What follows belongs to an exercise in optimizing a design on an open flow for small area, a short achievable clock period and few clock cycles per item; a production flow would make more cautious choices. Where RTL was checked, it was by simulation tests only, not by an equivalence proof against the original. For run 3, only the layout was checked, not whether the RTL still works.

==> flow/design.v, too long to show whole: its modules and the start of the top module <==
// module cpid_cfg: 30 lines
// module cpid_trees: 3230 lines
// module cpid_add17: 100 lines
// module cpid_add18: 107 lines
// module cpid_add16: 97 lines
// module cpid_add22: 131 lines
// module cpid_add24: 149 lines
// module cpid_add38: 237 lines
// module cpid_add40: 255 lines
// module cpid_carry16: 127 lines
// module cpid_sign22: 161 lines
// module cpid_sign24: 177 lines
// module clamped_pid_controller: 349 lines
module clamped_pid_controller #(
    parameter int GAIN_FRAC_BITS = 16
) (
    input  logic                                i_clk,
    input  logic                                i_rst_n,
    input  logic                                i_cfg_we,
    input  logic [cpid_pkg::CFG_IDX_W-1:0]      i_cfg_idx,
    input  logic [cpid_pkg::CFG_DATA_W-1:0]     i_cfg_data,
    input  logic                                i_valid,
    output logic                                o_stall,
    input  logic signed [cpid_pkg::SAMPLE_W-1:0] i_setpoint,
    input  logic signed [cpid_pkg::SAMPLE_W-1:0] i_measured,
    input  logic                                i_clear_integ,
    output logic                                o_valid,
    input  logic                                i_stall,
    output logic signed [cpid_pkg::DRIVE_W-1:0] o_drive,
    output logic                                o_clamped
);
  // ...
==> flow/flow/run.sh <==
#!/bin/bash
set -euo pipefail
bash standard.sh SETUP_SLACK_MARGIN=6.2 finish > standard_flow.log 2>&1
==> flow/standard.sh <==
#!/bin/bash
# synth_recipe.tcl (not shown) runs the flow's synth.tcl, then flattens the netlist and writes it again
# the make line also repeats each setting of config.mk as NAME=value (left out here)
make -C /OpenROAD-flow-scripts/flow DESIGN_CONFIG=/design/flow/config.mk WORK_HOME=/design/flow/orfs CLKGATE_MAP_FILE= SYNTH_SCRIPT=/design/flow/synth_recipe.tcl "${@:-finish}"
==> flow/config.mk <==
export PLATFORM = sky130hd
export DESIGN_NAME = clamped_pid_controller
export DESIGN_NICKNAME = clamped_pid_controller
export VERILOG_FILES = /design/flow/design.v
export SDC_FILE = /design/flow/constraint.sdc
export NUM_CORES = 4
export LEC_CHECK = 0
export ABC_AREA = 1
export CAP_MARGIN = 20
export CORE_MARGIN = 2
export CORE_UTILIZATION = 50
export CTS_BUF_LIST = sky130_fd_sc_hd__clkbuf_4 sky130_fd_sc_hd__clkbuf_8
export SLEW_MARGIN = 20
==> flow/constraint.sdc <==
create_clock -name core_clock -period 10.0 [get_ports {i_clk}]
set_input_delay 2.0000 -clock core_clock [delete_from_list [all_inputs] [get_ports {i_clk}]]
set_output_delay 2.0000 -clock core_clock [all_outputs]
set_load 0.01 [all_outputs]
==> flow_metrics.py, run 1 <==
metrics = {
    "status": {
        "status": "timing/DRC/antenna clean",
    },
    "setup_path": {
        "endpoint": "r_pd2[22]$_DFF_P_",
        "worst_path_max_delay_cell": "fa_2",
        "crit_required_ns": 10.66,
        "cp_top_family": "adder cells",
        "start_kind": "flop",
    },
    "layout": {
        "biggestCellCategory": "multi-input combinational cells",
        "largest_registers": "r_q: 102 flops, u_cfg.r_cfg: 90 flops, r_pd: 40 flops",
        "final_area_um2": 61200,
        "clock_buffers": 161,
        "seq_share_pct": 23.6,
    },
    "floorplan": {
        "die_w_um": 328,
        "start_util_pct": 50.6,
        "dieArea_um2": 108000,
    },
    "cts": {
        "ctsResizeCount": 318,
        "cts_buffer_depth": 3,
    },
    "synthesis": {
        "async_flop_share_pct": 0,
        "syn_inst": 5538,
    },
    "placement": {
        "dp_hpwl_um": 118000,
    },
    "timing": {
        "fin_hold_ws_ns": 0.330,
        "skew_ns": 0.0533,
        "setup_viol_count_final": 0,
    },
    "hold_path": {
        "whs_endpoint": "r_clr1$_DFF_P_",
        "hold_depth": 0,
    },
    "grt": {
        "use_met2_pct": 48.9,
        "grt_use_total_pct": 31.0,
    },
}
Testbench counts, summed over its fixed seeds: cycles 12,048, items 12,000.
==> run 2, diff against run 1 <==
--- a/flow/config.mk
+++ b/flow/config.mk
@@ -8,6 +8,7 @@
 export ABC_AREA = 1
 export CAP_MARGIN = 20
 export CORE_MARGIN = 2
-export CORE_UTILIZATION = 50
+export CORE_UTILIZATION = 60
 export CTS_BUF_LIST = sky130_fd_sc_hd__clkbuf_4 sky130_fd_sc_hd__clkbuf_8
+export PLACE_DENSITY = 0.7
 export SLEW_MARGIN = 20
==> flow_metrics.py, run 2 <==
metrics = {
    "cts": {
        "clk_latency_ns": 0.82,
        "h-tree-depth": 3,
        "cts.sink_count": 611,
        "numCtsBuffers": 106,
        "cts_buffer_depth": 3,
        "cts_tree": "done",
        "clkTransAtPathRegs_ns": 0.08,
        "cts_root_buf": "clkbuf_8",
    },
    "synthesis": {
        "synthTopCellsByArea": "fa_1 25%, dfxtp_1 15%, edfxtp_1 12%",
        "syn_inst": 5538,
        "synth_edf_count": 209,
        "synth_cell_types": 58,
        "ys_warn_count": 3,
        "synth-seq-cells": 611,
        "synth_ff_type": "dfxtp_1",
        "syn_avg_cell_area_um2": 9.49,
        "yosys.area.top_type": "fa_1",
        "async_flop_share_pct": 0,
        "synth_top_area_share_pct": 24.6,
        "ys_seq_area_share_pct": 27.3,
        "synth.most_common_cell": "inv_1",
        "synthesis.nets": 6606,
        "synthTopCellsByCount": "1143 x inv_1, 647 x fa_1, 638 x xor2_1",
        "syn_area_um2": 52600,
    },
    "layout": {
        "area_growth_pct": 16.5,
        "largest_registers": "r_q: 102 flops, u_cfg.r_cfg: 90 flops, r_pd: 40 flops",
        "final_area_um2": 61200,
        "final_nets": 6884,
        "final_cell_mix": "1060 x inv_1, 629 x xor2_1, 595 x fa_1, 567 x nand2_1, 443 x o22ai_1",
        "instances_no_fill": 7067,
        "largest_register_ffs": 102,
        "layout_commonest_cell": "inv_1",
        "nFillCells": 6436,
        "drive_gt1_share_pct": 16.0,
        "top_register": "r_q",
    },
    "hold_path": {
        "hold_class": "flop to flop",
        "hold_depth": 0,
        "hp-start": "r_clr0$_DFF_P_",
    },
    "floorplan": {
        "die_w_um": 300,
        "start_util_pct": 60.6,
        "io_pins": 80,
        "fp.dieH_um": 300,
        "dieArea_um2": 90000,
        "core_area_um2": 86800,
        "rows": 108,
    },
    "setup_path": {
        "reg2regPathDepth": 13,
        "critical_path_class": "flop to flop",
        "cp.depth": 13,
        "critPathLaunch": "r_e2[1]$_DFF_P_",
        "regToRegStartpoint": "r_e2[1]$_DFF_P_",
        "cp_top_family": "adder cells",
        "cp.arrival_ns": 4.63,
        "crit_required_ns": 10.70,
        "crit_path_max_incr_delay_ns": 0.53,
        "end_kind": "flop",
        "cp_max_fo": 19,
        "worst_path_max_delay_cell": "fa_2",
        "crit_buf_inv": 5,
        "crit_path_cell_trace": "clkinvlp_4, buf_6, o22ai_1, xor2_1, fa_2, fa_2, inv_1, fa_2, fa_1, inv_1, fa_1, inv_1, ha_1",
        "start_kind": "flop",
    },
    "placement": {
        "portBuffers": 79,
        "dp_cells": 6583,
        "dp_hpwl_um": 114000,
        "dpl_cell_area_um2": 54300,
        "place_congestion": 1.01,
    },
    "timing": {
        "tightest_slew_ns": 1.09,
        "setup_viol_count_final": 0,
        "max_freq_mhz": 254,
        "post-route-period-util_pct": 39.3,
        "fin_crit_ns": 3.93,
        "relSlewSlack_pct": 27.1,
        "drv_slew": 0,
        "hold_viol": 0,
        "tns_ns": 0,
        "skew_ns": 0.0580,
        "rsz0062_at_grt": "true",
    },
    "grt": {
        "grt_pass1_wl_um": 244000,
        "grt_use_total_pct": 35.9,
        "overflow": 0,
        "antenna_found_initial": 7,
        "grt_pass1_vias": 41500,
        "grt_max_degree": 41,
    },
    "drt": {
        "routed_wl_um": 166000,
        "drc": 0,
        "firstDrtPassIters": 8,
        "viasPerCell": 5.90,
        "antenna_left": 0,
        "post_drt_wl_per_cell_um": 23.4,
        "vias": 41700,
        "drt_iter0_drc": 4597,
    },
    "run": {
        "maxCapViolations": 0,
    },
    "status": {
        "status": "timing/DRC/antenna clean",
    },
}
[run 2: what timing repair did]
item,CTS,global route
cloned,15,11
endpoints found under the setup margin,120,101
hold buffers,0,0
resized for setup,282,248
setup buffers,125,129
pin swaps,17,63
[run 2: metal layers]
layer	GRT usage, %	part of all wire (%)	vias up
li1	-	-	18100
met1	45.0	37	19900
met2	56.0	44	2810
met3	9.92	12	835
met4	20.7	7.3	6
met5	0	0.022	-
[run 2: path summary, 6_finish.rpt]
| kind | slack (ns) | to |
|---|---|---|
| max | 6.07 | r_pd2[20]$_DFF_P_ |
| min | 0.33 | r_clr1$_DFF_P_ |
| max reg2reg | 6.07 | r_pd2[20]$_DFF_P_ |
| min reg2reg | 0.33 | r_clr1$_DFF_P_ |
[run 2: metrics by stage]
step                hold slack (ns)  setup WS (ns)  util (%)
global placement              0.318           5.06      62.6
CTS                           0.333           6.14      68.0
floorplan                     0.310           5.89         -
global route                  0.335           5.96      70.6
detailed placement            0.321           5.04      62.6
finish                        0.331           6.07      70.6
[run 2: cells by family (layout without fill, tap and decap cells)]
| family | count (synthesis) | in the layout | share of synthesized area (%) |
|---|---|---|---|
| XOR/XNOR | 666 | 666 | 11.1 |
| other | 0 | 5 | 0 |
| buffers and inverters | 1452 | 1816 | 10.5 |
| multiplexers | 6 | 6 | 0.114 |
| adder cells (fa/ha/maj) | 1007 | 1007 | 33.2 |
| AND/OR/NAND/NOR | 944 | 949 | 7.78 |
| flip-flops | 611 | 611 | 27.3 |
| AO/OA/AOI/OAI | 852 | 852 | 9.97 |
[run 2: worst register-to-register path, cell delays in order (launching register included)]
cell and delay [ns]:
dfxtp_4 0.40, clkinvlp_4 0.15, buf_6 0.20, o22ai_1 0.31, xor2_1 0.35, fa_2 0.53, fa_2 0.40, inv_1 0.10
fa_2 0.44, fa_1 0.40, inv_1 0.08, fa_1 0.18, inv_1 0.05, ha_1 0.26
[run 2: cell type report]
class	instances	area (um2)	share of cell area, %
multi-input combinational	3480	33800	55.2
clock inverter	46	543	0.887
timing repair buffer	397	4050	6.61
tap	1155	1450	2.36
inverter	1209	5010	8.18
antenna	5	12.5	0.0204
clock buffer	153	1900	3.10
sequential	611	14400	23.5
timing repair inverter	11	86.3	0.141
==> module clamped_pid_controller, before the edit <==
module clamped_pid_controller #(
    parameter int GAIN_FRAC_BITS = 16
) (
    input  logic                                i_clk,
    input  logic                                i_rst_n,
    input  logic                                i_cfg_we,
    input  logic [cpid_pkg::CFG_IDX_W-1:0]      i_cfg_idx,
    input  logic [cpid_pkg::CFG_DATA_W-1:0]     i_cfg_data,
    input  logic                                i_valid,
    output logic                                o_stall,
    input  logic signed [cpid_pkg::SAMPLE_W-1:0] i_setpoint,
    input  logic signed [cpid_pkg::SAMPLE_W-1:0] i_measured,
    input  logic                                i_clear_integ,
    output logic                                o_valid,
    input  logic                                i_stall,
    output logic signed [cpid_pkg::DRIVE_W-1:0] o_drive,
    output logic                                o_clamped
);
    localparam int QN = 7;               
    localparam int QS = QN - 1;          
    localparam int WI = 38;              
    localparam int WP = 40;              
    cpid_pkg::t_cfg w_cfg;
    cpid_cfg u_cfg (
        .i_clk      (i_clk),
        .i_rst_n    (i_rst_n),
        .i_cfg_we   (i_cfg_we),
        .i_cfg_idx  (i_cfg_idx),
        .i_cfg_data (i_cfg_data),
        .o_cfg      (w_cfg)
    );
    logic       r_stall;
    logic [2:0] r_cnt;
    logic       w_acc;
    logic       w_take;
    logic [2:0] w_cnt;
    assign w_acc  = i_valid && !r_stall;
    assign w_take = o_valid && !i_stall;
    assign w_cnt  = r_cnt + 3'(w_acc) - 3'(w_take);
    always_ff @(posedge i_clk) begin
        if (!i_rst_n) begin
            r_cnt   <= '0;
            r_stall <= 1'b0;
        end else begin
            r_cnt   <= w_cnt;
            r_stall <= (w_cnt >= 3'(QN));
        end
    end
    assign o_stall = r_stall;
    logic        r_v0;
    logic [15:0] r_sp, r_ms;
    logic        r_clr0;
    always_ff @(posedge i_clk) begin
        if (!i_rst_n) r_v0 <= 1'b0;
        else          r_v0 <= w_acc;
    end
    always_ff @(posedge i_clk) begin
        r_sp   <= i_setpoint;
        r_ms   <= i_measured;
        r_clr0 <= i_clear_integ;
    end
    logic               r_v1;
    logic signed [16:0] r_err;       
    logic               r_clr1;
    logic [8:0]         r_e1, r_e2, r_en;    
    logic [8:0]         r_d1, r_d2, r_dn;    
    logic [8:0]         w_e1, w_e2, w_en;
    logic [8:0]         w_d1, w_d2, w_dn;
    logic [17:0]        w_sp, w_nms, w_npv, w_ds, w_dc;
    logic [16:0]        w_err;
    logic [17:0]        w_derr;
    assign w_sp  = {{2{r_sp[15]}}, r_sp};
    assign w_nms = ~{{2{r_ms[15]}}, r_ms};
    assign w_npv = ~{r_err[16], r_err};
    assign w_ds  = w_sp ^ w_nms ^ w_npv;
    assign w_dc  = (w_sp & w_nms) | (w_sp & w_npv) | (w_nms & w_npv);
    cpid_add17 u_err (
        .a  (w_sp[16:0]),
        .b  (w_nms[16:0]),
        .ci (1'b1),
        .s  (w_err)
    );
    cpid_add18 u_derr (
        .a  (w_ds),
        .b  ({w_dc[16:0], 1'b1}),
        .ci (1'b1),
        .s  (w_derr)
    );
    always_comb begin
        logic [18:0] e, d;
        e = {w_err[16], w_err[16], w_err, 1'b0};
        d = {w_derr[17], w_derr, 1'b0};
        for (int j = 0; j < 9; j++) begin
            w_e1[j] = e[2*j+1] ^ e[2*j];
            w_e2[j] = (e[2*j+2] && !e[2*j+1] && !e[2*j]) || (!e[2*j+2] && e[2*j+1] && e[2*j]);
            w_en[j] = e[2*j+2];
            w_d1[j] = d[2*j+1] ^ d[2*j];
            w_d2[j] = (d[2*j+2] && !d[2*j+1] && !d[2*j]) || (!d[2*j+2] && d[2*j+1] && d[2*j]);
            w_dn[j] = d[2*j+2];
        end
    end
    always_ff @(posedge i_clk) begin
        if (!i_rst_n) begin
            r_v1  <= 1'b0;
            r_err <= '0;
        end else begin
            r_v1 <= r_v0;
            if (r_v0) r_err <= w_err;
        end
    end
    always_ff @(posedge i_clk) begin
        r_clr1 <= r_clr0;
        r_e1   <= w_e1;
        r_e2   <= w_e2;
        r_en   <= w_en;
        r_d1   <= w_d1;
        r_d2   <= w_d2;
        r_dn   <= w_dn;
    end
    logic            r_v2;
    logic            r_clr2;
    logic [WI-1:0]   r_is0, r_is1;
    logic [WP-1:0]   r_pd0, r_pd1, r_pd2;
    logic [WI-1:0]   w_is0, w_is1;
    logic [WP-1:0]   w_pd0, w_pd1, w_pd2;
    cpid_trees u_trees (
        .i_kp  (w_cfg.prop_gain),
        .i_ki  (w_cfg.integ_gain),
        .i_kd  (w_cfg.deriv_gain),
        .i_e1  (r_e1),
        .i_e2  (r_e2),
        .i_en  (r_en),
        .i_d1  (r_d1),
        .i_d2  (r_d2),
        .i_dn  (r_dn),
        .o_is0 (w_is0),
        .o_is1 (w_is1),
        .o_pd0 (w_pd0),
        .o_pd1 (w_pd1),
        .o_pd2 (w_pd2)
    );
    always_ff @(posedge i_clk) begin
        if (!i_rst_n) r_v2 <= 1'b0;
        else          r_v2 <= r_v1;
    end
    always_ff @(posedge i_clk) begin
        r_is0 <= w_is0;
        r_is1 <= w_is1;
        r_pd0 <= w_pd0;
        r_pd1 <= w_pd1;
        r_pd2 <= w_pd2;
        r_clr2 <= r_clr1;
    end
    logic               r_v3;
    logic signed [31:0] r_integ;     
    logic [WP-1:0]      r_pd;
    logic [WI-1:0]      w_base;
    logic [WI-1:0]      w_t0, w_t1;
    logic [WI-1:0]      w_isum;
    logic               w_ic16;
    logic               w_ifnz;
    logic [21:0]        w_il, w_inl;
    logic [21:0]        w_gu0, w_gu1, w_lu0, w_lu1;
    logic               w_igs, w_ils;
    logic               w_igt;
    logic               w_ilt;
    logic signed [31:0] w_ilim;
    logic signed [31:0] w_integ;
    assign w_base = r_clr2 ? '0 : WI'(r_integ);
    assign w_t0   = w_base ^ r_is0 ^ r_is1;
    assign w_t1   = {((w_base & r_is0) | (w_base & r_is1) | (r_is0 & r_is1)), 1'b0};
    cpid_add38 u_isum (
        .a (w_t0),
        .b (w_t1),
        .s (w_isum)
    );
    cpid_carry16 u_ic16 (
        .a  (w_t0[15:0]),
        .b  (w_t1[15:0]),
        .co (w_ic16)
    );
    assign w_ifnz = ((w_t0[15:0] ^ w_t1[15:0]) != {(w_t0[14:0] | w_t1[14:0]), 1'b0});
    assign w_il   = {7'd0, w_cfg.integ_limit};
    assign w_inl  = ~w_il;
    assign w_gu0 = w_t0[WI-1:16] ^ w_t1[WI-1:16] ^ w_inl;
    assign w_gu1 = (w_t0[WI-1:16] & w_t1[WI-1:16]) | (w_t0[WI-1:16] & w_inl)
                 | (w_t1[WI-1:16] & w_inl);
    assign w_lu0 = w_t0[WI-1:16] ^ w_t1[WI-1:16] ^ w_il;
    assign w_lu1 = (w_t0[WI-1:16] & w_t1[WI-1:16]) | (w_t0[WI-1:16] & w_il)
                 | (w_t1[WI-1:16] & w_il);
    cpid_sign22 u_igt (
        .a  (w_gu0),
        .b  (w_gu1),
        .c0 (w_ic16),
        .c1 (w_ifnz),
        .s  (w_igs)
    );
    cpid_sign22 u_ilt (
        .a  (w_lu0),
        .b  (w_lu1),
        .c0 (w_ic16),
        .c1 (1'b0),
        .s  (w_ils)
    );
    assign w_igt  = !w_igs;
    assign w_ilt  = w_ils;
    assign w_ilim = {1'b0, w_cfg.integ_limit, 16'd0};
    always_comb begin
        if (w_igt)      w_integ = w_ilim;
        else if (w_ilt) w_integ = -w_ilim;
        else            w_integ = w_isum[31:0];
    end
    always_ff @(posedge i_clk) begin
        if (!i_rst_n) begin
            r_v3    <= 1'b0;
            r_integ <= '0;
        end else begin
            r_v3 <= r_v2;
            if (r_v2) r_integ <= w_integ;
        end
    end
    logic [WP-1:0] w_q0, w_q1, w_pd;
    assign w_q0 = r_pd0 ^ r_pd1 ^ r_pd2;
    assign w_q1 = {((r_pd0 & r_pd1) | (r_pd0 & r_pd2) | (r_pd1 & r_pd2)), 1'b0};
    cpid_add40 u_pd (
        .a (w_q0),
        .b (w_q1[WP-1:0]),
        .s (w_pd)
    );
    always_ff @(posedge i_clk) begin
        r_pd   <= w_pd;
    end
    logic [WP-1:0]  w_iext;
    logic [WP-1:0]  w_sum;
    logic           w_oc16;
    logic           w_ofnz;
    logic [23:0]    w_ol, w_onl;
    logic [23:0]    w_ogu0, w_ogu1, w_olu0, w_olu1;
    logic           w_ogs, w_ols;
    logic           w_ogt;
    logic           w_olt;
    logic [15:0]    w_otz;
    logic [15:0]    w_drive;
    logic           w_clamped;
    assign w_iext = WP'(r_integ);
    cpid_add40 u_sum (
        .a (r_pd),
        .b (w_iext),
        .s (w_sum)
    );
    cpid_carry16 u_oc16 (
        .a  (r_pd[15:0]),
        .b  (w_iext[15:0]),
        .co (w_oc16)
    );
    assign w_ofnz = ((r_pd[15:0] ^ w_iext[15:0]) != {(r_pd[14:0] | w_iext[14:0]), 1'b0});
    assign w_ol   = {9'd0, w_cfg.out_limit};
    assign w_onl  = ~w_ol;
    assign w_ogu0 = r_pd[WP-1:16] ^ w_iext[WP-1:16] ^ w_onl;
    assign w_ogu1 = (r_pd[WP-1:16] & w_iext[WP-1:16]) | (r_pd[WP-1:16] & w_onl)
                  | (w_iext[WP-1:16] & w_onl);
    assign w_olu0 = r_pd[WP-1:16] ^ w_iext[WP-1:16] ^ w_ol;
    assign w_olu1 = (r_pd[WP-1:16] & w_iext[WP-1:16]) | (r_pd[WP-1:16] & w_ol)
                  | (w_iext[WP-1:16] & w_ol);
    cpid_sign24 u_ogt (
        .a  (w_ogu0),
        .b  (w_ogu1),
        .c0 (w_oc16),
        .c1 (w_ofnz),
        .s  (w_ogs)
    );
    cpid_sign24 u_olt (
        .a  (w_olu0),
        .b  (w_olu1),
        .c0 (w_oc16),
        .c1 (1'b0),
        .s  (w_ols)
    );
    assign w_ogt = !w_ogs;
    assign w_olt = w_ols;
    logic           r_v4;
    logic [15:0]    r_ohi;
    logic           r_oinc;
    logic           r_ogt;
    logic           r_olt;
    always_ff @(posedge i_clk) begin
        if (!i_rst_n) r_v4 <= 1'b0;
        else          r_v4 <= r_v3;
    end
    always_ff @(posedge i_clk) begin
        r_ohi  <= w_sum[31:16];
        r_oinc <= w_sum[WP-1] && w_ofnz;
        r_ogt  <= w_ogt;
        r_olt  <= w_olt;
    end
    cpid_add16 u_otz (
        .a  (r_ohi),
        .b  (16'd0),
        .ci (r_oinc),
        .s  (w_otz)
    );
    always_comb begin
        if (r_ogt) begin
            w_drive   = 16'(w_cfg.out_limit);
            w_clamped = 1'b1;
        end else if (r_olt) begin
            w_drive   = -(16'(w_cfg.out_limit));
            w_clamped = 1'b1;
        end else begin
            w_drive   = w_otz;
            w_clamped = 1'b0;
        end
    end
    logic           r_hv;
    logic [16:0]    r_hd;
    logic [16:0]    r_q [QS];
    logic [2:0]     r_rp, r_wp;
    logic [2:0]     r_qn;
    logic           w_hfree;
    logic           w_qrd;
    logic           w_qwr;
    logic [16:0]    w_new;
    assign w_new   = {w_drive, w_clamped};
    assign w_hfree = !r_hv || !i_stall;
    assign w_qrd   = w_hfree && (r_qn != '0);
    assign w_qwr   = r_v4 && !(w_hfree && (r_qn == '0));
    always_ff @(posedge i_clk) begin
        if (!i_rst_n) begin
            r_hv <= 1'b0;
            r_rp <= '0;
            r_wp <= '0;
            r_qn <= '0;
        end else begin
            if (w_hfree) r_hv <= r_v4 || (r_qn != '0);
            if (w_qrd) r_rp <= (r_rp == 3'(QS - 1)) ? '0 : r_rp + 3'd1;
            if (w_qwr) r_wp <= (r_wp == 3'(QS - 1)) ? '0 : r_wp + 3'd1;
            r_qn <= r_qn + 3'(w_qwr) - 3'(w_qrd);
        end
    end
    always_ff @(posedge i_clk) begin
        if (w_hfree) r_hd <= w_qrd ? r_q[r_rp] : w_new;
        for (int k = 0; k < QS; k++) begin
            if (w_qwr && (r_wp == 3'(k))) r_q[k] <= w_new;
        end
    end
    assign o_valid   = r_hv;
    assign o_drive   = r_hd[16:1];
    assign o_clamped = r_hd[0];
endmodule
==> run 3, diff against run 2 <==
--- a/flow/design.v
+++ b/flow/design.v
@@ -4841,6 +4841,311 @@
     assign c86 = (a[0] & c0) | (a[0] & c1) | (c0 & c1);
     assign s = a[23] ^ b[22] ^ (g84 | (p85 & c86));
 endmodule
+module cpid_sign40 (input logic [39:0] a, input logic [39:0] b, input logic c0, input logic c1, output logic s);
+    logic g0;
+    logic p1;
+    logic g2;
+    logic p3;
+    logic g4;
+    logic p5;
+    logic g6;
+    logic p7;
+    logic g8;
+    logic p9;
+    logic g10;
+    logic p11;
+    logic g12;
+    logic p13;
+    logic g14;
+    logic p15;
+    logic g16;
+    logic p17;
+    logic g18;
+    logic p19;
+    logic g20;
+    logic p21;
+    logic g22;
+    logic p23;
+    logic g24;
+    logic p25;
+    logic g26;
+    logic p27;
+    logic g28;
+    logic p29;
+    logic g30;
+    logic p31;
+    logic g32;
+    logic p33;
+    logic g34;
+    logic p35;
+    logic g36;
+    logic p37;
+    logic g38;
+    logic p39;
+    logic g40;
+    logic p41;
+    logic g42;
+    logic p43;
+    logic g44;
+    logic p45;
+    logic g46;
+    logic p47;
+    logic g48;
+    logic p49;
+    logic g50;
+    logic p51;
+    logic g52;
+    logic p53;
+    logic g54;
+    logic p55;
+    logic g56;
+    logic p57;
+    logic g58;
+    logic p59;
+    logic g60;
+    logic p61;
+    logic g62;
+    logic p63;
+    logic g64;
+    logic p65;
+    logic g66;
+    logic p67;
+    logic g68;
+    logic p69;
+    logic g70;
+    logic p71;
+    logic g72;
+    logic p73;
+    logic g74;
+    logic p75;
+    logic g76;
+    logic p77;
+    logic g78;
+    logic p79;
+    logic g80;
+    logic p81;
+    logic g82;
+    logic p83;
+    logic g84;
+    logic p85;
+    logic g86;
+    logic p87;
+    logic g88;
+    logic p89;
+    logic g90;
+    logic p91;
+    logic g92;
+    logic p93;
+    logic g94;
+    logic p95;
+    logic g96;
+    logic p97;
+    logic g98;
+    logic p99;
+    logic g100;
+    logic p101;
+    logic g102;
+    logic p103;
+    logic g104;
+    logic p105;
+    logic g106;
+    logic p107;
+    logic g108;
+    logic p109;
+    logic g110;
+    logic p111;
+    logic g112;
+    logic p113;
+    logic g114;
+    logic p115;
+    logic g116;
+    logic p117;
+    logic g118;
+    logic p119;
+    logic g120;
+    logic p121;
+    logic g122;
+    logic p123;
+    logic g124;
+    logic p125;
+    logic g126;
+    logic p127;
+    logic g128;
+    logic p129;
+    logic g130;
+    logic p131;
+    logic g132;
+    logic p133;
+    logic g134;
+    logic p135;
+    logic g136;
+    logic p137;
+    logic g138;
+    logic p139;
+    logic g140;
+    logic p141;
+    logic g142;
+    logic p143;
+    logic g144;
+    logic p145;
+    logic g146;
+    logic p147;
+    logic g148;
+    logic p149;
+    logic c150;
+    assign g0 = a[1] & b[0];
+    assign p1 = a[1] ^ b[0];
+    assign g2 = a[2] & b[1];
+    assign p3 = a[2] ^ b[1];
+    assign g4 = a[3] & b[2];
+    assign p5 = a[3] ^ b[2];
+    assign g6 = a[4] & b[3];
+    assign p7 = a[4] ^ b[3];
+    assign g8 = a[5] & b[4];
+    assign p9 = a[5] ^ b[4];
+    assign g10 = a[6] & b[5];
+    assign p11 = a[6] ^ b[5];
+    assign g12 = a[7] & b[6];
+    assign p13 = a[7] ^ b[6];
+    assign g14 = a[8] & b[7];
+    assign p15 = a[8] ^ b[7];
+    assign g16 = a[9] & b[8];
+    assign p17 = a[9] ^ b[8];
+    assign g18 = a[10] & b[9];
+    assign p19 = a[10] ^ b[9];
+    assign g20 = a[11] & b[10];
+    assign p21 = a[11] ^ b[10];
+    assign g22 = a[12] & b[11];
+    assign p23 = a[12] ^ b[11];
+    assign g24 = a[13] & b[12];
+    assign p25 = a[13] ^ b[12];
+    assign g26 = a[14] & b[13];
+    assign p27 = a[14] ^ b[13];
+    assign g28 = a[15] & b[14];
+    assign p29 = a[15] ^ b[14];
+    assign g30 = a[16] & b[15];
+    assign p31 = a[16] ^ b[15];
+    assign g32 = a[17] & b[16];
+    assign p33 = a[17] ^ b[16];
+    assign g34 = a[18] & b[17];
+    assign p35 = a[18] ^ b[17];
+    assign g36 = a[19] & b[18];
+    assign p37 = a[19] ^ b[18];
+    assign g38 = a[20] & b[19];
+    assign p39 = a[20] ^ b[19];
+    assign g40 = a[21] & b[20];
+    assign p41 = a[21] ^ b[20];
+    assign g42 = a[22] & b[21];
+    assign p43 = a[22] ^ b[21];
+    assign g44 = a[23] & b[22];
+    assign p45 = a[23] ^ b[22];
+    assign g46 = a[24] & b[23];
+    assign p47 = a[24] ^ b[23];
+    assign g48 = a[25] & b[24];
+    assign p49 = a[25] ^ b[24];
+    assign g50 = a[26] & b[25];
+    assign p51 = a[26] ^ b[25];
+    assign g52 = a[27] & b[26];
+    assign p53 = a[27] ^ b[26];
+    assign g54 = a[28] & b[27];
+    assign p55 = a[28] ^ b[27];
+    assign g56 = a[29] & b[28];
+    assign p57 = a[29] ^ b[28];
+    assign g58 = a[30] & b[29];
+    assign p59 = a[30] ^ b[29];
+    assign g60 = a[31] & b[30];
+    assign p61 = a[31] ^ b[30];
+    assign g62 = a[32] & b[31];
+    assign p63 = a[32] ^ b[31];
+    assign g64 = a[33] & b[32];
+    assign p65 = a[33] ^ b[32];
+    assign g66 = a[34] & b[33];
+    assign p67 = a[34] ^ b[33];
+    assign g68 = a[35] & b[34];
+    assign p69 = a[35] ^ b[34];
+    assign g70 = a[36] & b[35];
+    assign p71 = a[36] ^ b[35];
+    assign g72 = a[37] & b[36];
+    assign p73 = a[37] ^ b[36];
+    assign g74 = a[38] & b[37];
+    assign p75 = a[38] ^ b[37];
+    assign g76 = g2 | (p3 & g0);
+    assign p77 = p3 & p1;
+    assign g78 = g6 | (p7 & g4);
+    assign p79 = p7 & p5;
+    assign g80 = g10 | (p11 & g8);
+    assign p81 = p11 & p9;
+    assign g82 = g14 | (p15 & g12);
+    assign p83 = p15 & p13;
+    assign g84 = g18 | (p19 & g16);
+    assign p85 = p19 & p17;
+    assign g86 = g22 | (p23 & g20);
+    assign p87 = p23 & p21;
+    assign g88 = g26 | (p27 & g24);
+    assign p89 = p27 & p25;
+    assign g90 = g30 | (p31 & g28);
+    assign p91 = p31 & p29;
+    assign g92 = g34 | (p35 & g32);
+    assign p93 = p35 & p33;
+    assign g94 = g38 | (p39 & g36);
+    assign p95 = p39 & p37;
+    assign g96 = g42 | (p43 & g40);
+    assign p97 = p43 & p41;
+    assign g98 = g46 | (p47 & g44);
+    assign p99 = p47 & p45;
+    assign g100 = g50 | (p51 & g48);
+    assign p101 = p51 & p49;
+    assign g102 = g54 | (p55 & g52);
+    assign p103 = p55 & p53;
+    assign g104 = g58 | (p59 & g56);
+    assign p105 = p59 & p57;
+    assign g106 = g62 | (p63 & g60);
+    assign p107 = p63 & p61;
+    assign g108 = g66 | (p67 & g64);
+    assign p109 = p67 & p65;
+    assign g110 = g70 | (p71 & g68);
+    assign p111 = p71 & p69;
+    assign g112 = g74 | (p75 & g72);
+    assign p113 = p75 & p73;
+    assign g114 = g78 | (p79 & g76);
+    assign p115 = p79 & p77;
+    assign g116 = g82 | (p83 & g80);
+    assign p117 = p83 & p81;
+    assign g118 = g86 | (p87 & g84);
+    assign p119 = p87 & p85;
+    assign g120 = g90 | (p91 & g88);
+    assign p121 = p91 & p89;
+    assign g122 = g94 | (p95 & g92);
+    assign p123 = p95 & p93;
+    assign g124 = g98 | (p99 & g96);
+    assign p125 = p99 & p97;
+    assign g126 = g102 | (p103 & g100);
+    assign p127 = p103 & p101;
+    assign g128 = g106 | (p107 & g104);
+    assign p129 = p107 & p105;
+    assign g130 = g110 | (p111 & g108);
+    assign p131 = p111 & p109;
+    assign g132 = g116 | (p117 & g114);
+    assign p133 = p117 & p115;
+    assign g134 = g120 | (p121 & g118);
+    assign p135 = p121 & p119;
+    assign g136 = g124 | (p125 & g122);
+    assign p137 = p125 & p123;
+    assign g138 = g128 | (p129 & g126);
+    assign p139 = p129 & p127;
+    assign g140 = g112 | (p113 & g130);
+    assign p141 = p113 & p131;
+    assign g142 = g134 | (p135 & g132);
+    assign p143 = p135 & p133;
+    assign g144 = g138 | (p139 & g136);
+    assign p145 = p139 & p137;
+    assign g146 = g144 | (p145 & g142);
+    assign p147 = p145 & p143;
+    assign g148 = g140 | (p141 & g146);
+    assign p149 = p141 & p147;
+    assign c150 = (a[0] & c0) | (a[0] & c1) | (c0 & c1);
+    assign s = a[39] ^ b[38] ^ (g148 | (p149 & c150));
+endmodule
 module clamped_pid_controller #(
     parameter int GAIN_FRAC_BITS = 16
 ) (
@@ -4859,7 +5164,7 @@
     output logic signed [cpid_pkg::DRIVE_W-1:0] o_drive,
     output logic                                o_clamped
 );
-    localparam int QN = 7;               
+    localparam int QN = 6;               
     localparam int QS = QN - 1;          
     localparam int WI = 38;              
     localparam int WP = 40;              
@@ -5074,7 +5379,8 @@
         r_pd   <= w_pd;
     end
     logic [WP-1:0]  w_iext;
-    logic [WP-1:0]  w_sum;
+    logic           w_oneg;
+    logic [15:0]    w_qx, w_qy;
     logic           w_oc16;
     logic           w_ofnz;
     logic [23:0]    w_ol, w_onl;
@@ -5086,11 +5392,6 @@
     logic [15:0]    w_drive;
     logic           w_clamped;
     assign w_iext = WP'(r_integ);
-    cpid_add40 u_sum (
-        .a (r_pd),
-        .b (w_iext),
-        .s (w_sum)
-    );
     cpid_carry16 u_oc16 (
         .a  (r_pd[15:0]),
         .b  (w_iext[15:0]),
@@ -5121,32 +5422,27 @@
     );
     assign w_ogt = !w_ogs;
     assign w_olt = w_ols;
-    logic           r_v4;
-    logic [15:0]    r_ohi;
-    logic           r_oinc;
-    logic           r_ogt;
-    logic           r_olt;
-    always_ff @(posedge i_clk) begin
-        if (!i_rst_n) r_v4 <= 1'b0;
-        else          r_v4 <= r_v3;
-    end
-    always_ff @(posedge i_clk) begin
-        r_ohi  <= w_sum[31:16];
-        r_oinc <= w_sum[WP-1] && w_ofnz;
-        r_ogt  <= w_ogt;
-        r_olt  <= w_olt;
-    end
+    cpid_sign40 u_oneg (
+        .a  (r_pd),
+        .b  (w_iext[WP-1:1]),
+        .c0 (w_iext[0]),
+        .c1 (1'b0),
+        .s  (w_oneg)
+    );
+    assign w_qx = r_pd[31:16] ^ w_iext[31:16] ^ {15'd0, w_oc16};
+    assign w_qy = {((r_pd[30:16] & w_iext[30:16]) | (r_pd[30:16] & {14'd0, w_oc16})
+                  | (w_iext[30:16] & {14'd0, w_oc16})), 1'b0};
     cpid_add16 u_otz (
-        .a  (r_ohi),
-        .b  (16'd0),
-        .ci (r_oinc),
+        .a  (w_qx),
+        .b  (w_qy),
+        .ci (w_oneg && w_ofnz),
         .s  (w_otz)
     );
     always_comb begin
-        if (r_ogt) begin
+        if (w_ogt) begin
             w_drive   = 16'(w_cfg.out_limit);
             w_clamped = 1'b1;
-        end else if (r_olt) begin
+        end else if (w_olt) begin
             w_drive   = -(16'(w_cfg.out_limit));
             w_clamped = 1'b1;
         end else begin
@@ -5166,7 +5462,7 @@
     assign w_new   = {w_drive, w_clamped};
     assign w_hfree = !r_hv || !i_stall;
     assign w_qrd   = w_hfree && (r_qn != '0);
-    assign w_qwr   = r_v4 && !(w_hfree && (r_qn == '0));
+    assign w_qwr   = r_v3 && !(w_hfree && (r_qn == '0));
     always_ff @(posedge i_clk) begin
         if (!i_rst_n) begin
             r_hv <= 1'b0;
@@ -5174,7 +5470,7 @@
             r_wp <= '0;
             r_qn <= '0;
         end else begin
-            if (w_hfree) r_hv <= r_v4 || (r_qn != '0);
+            if (w_hfree) r_hv <= r_v3 || (r_qn != '0);
             if (w_qrd) r_rp <= (r_rp == 3'(QS - 1)) ? '0 : r_rp + 3'd1;
             if (w_qwr) r_wp <= (r_wp == 3'(QS - 1)) ? '0 : r_wp + 3'd1;
             r_qn <= r_qn + 3'(w_qwr) - 3'(w_qrd);
==> flow/flow/run.sh (replaced) <==
#!/bin/bash
set -euo pipefail
bash standard.sh SETUP_SLACK_MARGIN=6 finish > standard_flow.log 2>&1
--- a/flow/config.mk
+++ b/flow/config.mk
@@ -8,7 +8,6 @@
 export ABC_AREA = 1
 export CAP_MARGIN = 20
 export CORE_MARGIN = 2
-export CORE_UTILIZATION = 60
+export CORE_UTILIZATION = 50
 export CTS_BUF_LIST = sky130_fd_sc_hd__clkbuf_4 sky130_fd_sc_hd__clkbuf_8
-export PLACE_DENSITY = 0.7
 export SLEW_MARGIN = 20
==> flow_metrics.py, run 3 <==
metrics = {
    "setup_path": {
        "start_kind": "flop",
        "crit_required_ns": 10.54,
        "cp.arrival_ns": 4.93,
        "critical_path_class": "flop to flop",
        "end_kind": "flop",
        "reg2regPathDepth": 26,
        "cp_top_family": "simple AND/OR/NAND/NOR gates",
        "crit_path_max_incr_delay_ns": 0.50,
        "worst_path_max_delay_cell": "nor4_4",
        "crit_buf_inv": 1,
        "cp_max_fo": 4,
        "cp.depth": 26,
    },
    "synthesis": {
        "synth_top_family_by_area": "adder cells",
        "synthTopCellsByCount": "1061 x inv_1, 656 x fa_1, 637 x xor2_1",
        "synth-simple-area-share_pct": 7.74,
        "synth_edf_count": 192,
        "ys_seq_area_share_pct": 26.1,
        "muxShareOfSynthArea_pct": 0.117,
        "syn_inst": 5419,
        "ys_warn_count": 4,
        "yosys.area.top_type": "fa_1",
        "synthTopCellsByArea": "fa_1 26%, dfxtp_1 15%, edfxtp_1 11%",
        "synth-seq-cells": 574,
        "synthesis.nets": 6508,
        "syn_area_um2": 51400,
        "synth-adder-area-share_pct": 34.6,
        "synth-xor-area-share_pct": 11.4,
        "synth_top_area_share_pct": 25.5,
        "synth_ff_type": "dfxtp_1",
        "synth_cell_types": 53,
        "synth_compound_area_share_pct": 9.99,
        "synth.most_common_cell": "inv_1",
        "async_flop_share_pct": 0,
        "syn_avg_cell_area_um2": 9.49,
    },
    "cts": {
        "cts_root_buf": "clkbuf_8",
        "cts_buffer_depth": 3,
        "cts.sink_count": 574,
        "clk_latency_ns": 0.81,
        "cts_tree": "done",
        "h-tree-depth": 3,
        "numCtsBuffers": 103,
        "clkTransAtPathRegs_ns": 0.06,
    },
    "floorplan": {
        "dieArea_um2": 105000,
        "fp.dieH_um": 325,
        "core_area_um2": 102000,
        "die_w_um": 325,
        "start_util_pct": 50.5,
        "rows": 117,
        "io_pins": 80,
    },
    "placement": {
        "place_congestion": 0.973,
        "dp_cells": 6675,
        "dp_hpwl_um": 120000,
        "portBuffers": 79,
    },
    "timing": {
        "rsz0062_at_grt": "true",
        "post-route-period-util_pct": 43.9,
        "drv_slew": 0,
        "tns_ns": 0,
        "fin_crit_ns": 4.39,
        "setup_viol_count_final": 0,
        "hold_viol": 0,
        "tightest_slew_ns": 1.04,
        "skew_ns": 0.0492,
        "relSlewSlack_pct": 30.0,
        "max_freq_mhz": 228,
    },
    "grt": {
        "grt_max_degree": 41,
        "overflow": 0,
        "antenna_found_initial": 5,
        "grt_use_total_pct": 31.0,
        "grt_pass1_wl_um": 247000,
        "grt_pass1_vias": 40600,
    },
    "layout": {
        "drive_gt1_share_pct": 12.9,
        "area_growth_pct": 14.3,
        "layout_commonest_cell": "inv_1",
        "final_cell_mix": "1011 x inv_1, 634 x xor2_1, 629 x fa_1, 532 x nand2_1, 479 x o22ai_1",
        "largest_register_ffs": 90,
        "top_register": "u_cfg.r_cfg",
        "nFillCells": 9047,
        "largest_registers": "u_cfg.r_cfg: 90 flops, r_q: 85 flops, r_pd: 40 flops",
        "instances_no_fill": 7007,
        "final_nets": 6645,
    },
    "run": {
        "maxCapViolations": 0,
    },
    "drt": {
        "drc": 0,
        "vias": 39200,
        "drt_iter0_drc": 3561,
        "firstDrtPassIters": 6,
        "routed_wl_um": 166000,
        "antenna_left": 0,
        "post_drt_wl_per_cell_um": 23.6,
        "viasPerCell": 5.60,
    },
    "hold_path": {
        "hold_depth": 0,
        "hold_class": "flop to flop",
    },
    "status": {
        "status": "timing/DRC/antenna clean",
    },
}
run 3: changes by cell type after synthesis, sizes merged, moves of 12 or more:
cell,change
nand2,-23
nor2,+25
a22o,+17
inv,-88
a22oi,-21
dfxtp,-20
ha,+12
edfxtp,-17
buf,-13
clkbuf,+13
o21ai,-21
run 3: worst paths after layout:
| path | start | end | slack [ns] |
|---|---|---|---|
| worst max-delay path | r_integ[2]$_SDFFE_PN0P_ | r_hd[16]$_DFFE_PP_ | 5.61 |
| worst min-delay path | r_clr1$_DFF_P_ | r_clr2$_DFF_P_ | 0.32 |
| worst max register to register | r_integ[2]$_SDFFE_PN0P_ | r_hd[16]$_DFFE_PP_ | 5.61 |
| worst min register to register | r_clr1$_DFF_P_ | r_clr2$_DFF_P_ | 0.32 |
run 3: worst register-to-register path, delay by kind of cell (launching register included):
kind	cells	cell delay (ns)
and+or+nand+nor	17	2.01
xor gates and xnor gates	2	0.30
DFF	1	0.33
AOI/OAI and AO/OA	2	0.12
buffers and inverters	1	0.08
adders and majority gates	4	1.31
run 3: final cells by class:
| class | count | area [um2] | share of cell area, % |
|---|---|---|---|
| Antenna cell | 1 | 2.50 | 0.00426 |
| Clock buffer | 141 | 1780 | 3.04 |
| Clock inverter | 46 | 455 | 0.775 |
| Inverter | 1121 | 4480 | 7.63 |
| Multi-Input combinational cell | 3485 | 34000 | 58.0 |
| Sequential cell | 574 | 13500 | 23.0 |
| Tap cell | 1368 | 1710 | 2.91 |
| Timing Repair Buffer | 267 | 2760 | 4.70 |
| Timing Repair inverter | 4 | 20.0 | 0.0341 |
run 3: repair_timing:
action | 4_1_cts | 5_1_grt
gates resized for setup | 196 | 275
setup endpoints to repair | 226 | 134
hold buffers | 0 | 0
pin swaps | 26 | 88
buffers inserted | 48 | 86
hold endpoints to repair | 0 | 0
gates cloned | 7 | 3
run 3: kinds of logic after synthesis:
family | count (synthesis)
flops | 574
mux | 6
fa+ha+maj | 1028
buf+inv | 1364
xor+xnor | 668
compound gates | 841
simple gates | 938
run 3: layer usage:
layer	vias up	global-route usage [%]	wire length [um]
met1	19200	39.3	65900
met3	489	6.39	14600
li1	17500	-	-
met5	-	0.408	57
met4	3	16.4	9660
met2	1981	49.8	75600
run 3: stage by stage:
stage	area, um2	hold WS (ns)	utilization (%)	worst slack [ns]
finish	58700	0.324	57.7	5.61
global route	58700	0.333	57.7	5.38
CTS	56800	0.329	55.7	5.47
detailed placement	53500	0.315	52.5	4.72
global placement	53500	0.317	52.5	4.72
floorplan	51500	0.310	-	5.89

what the ideal ports hide:
No port has a modelled driver above. Below, the same layouts with a new extraction and two added sets of constraints. Step 1, drivers: a clkbuf_16 drives i_clk and a buf_2 each remaining input, both assumed. Step 2 times the ports against the registers' clock, not the clock port: input delays grow and output delays shrink by t, the midpoint of the rising clock arrivals with the driver on. a / b / c = ideal ports / drivers / drivers and shift; a / b = the first two.
run | shift t [ns] | setup WS [ns] | latest minus earliest clock arrival (ns) | worst slew at a driven data input, ns
run 1 | 0.857 | 6.206 / 6.204 / 5.481 | 0.053 / 0.053 | 0.07
run 2 | 0.865 | 6.067 / 6.067 / 5.492 | 0.066 / 0.067 | 0.06
run 3 | 0.854 | 5.610 / 5.610 / 5.353 | 0.050 / 0.050 | 0.06
After both steps setup and hold are still met in every run listed. For run 1, which loses most, drivers alone change the setup slack by -0.002 ns; drivers and shift together by -0.725 ns.
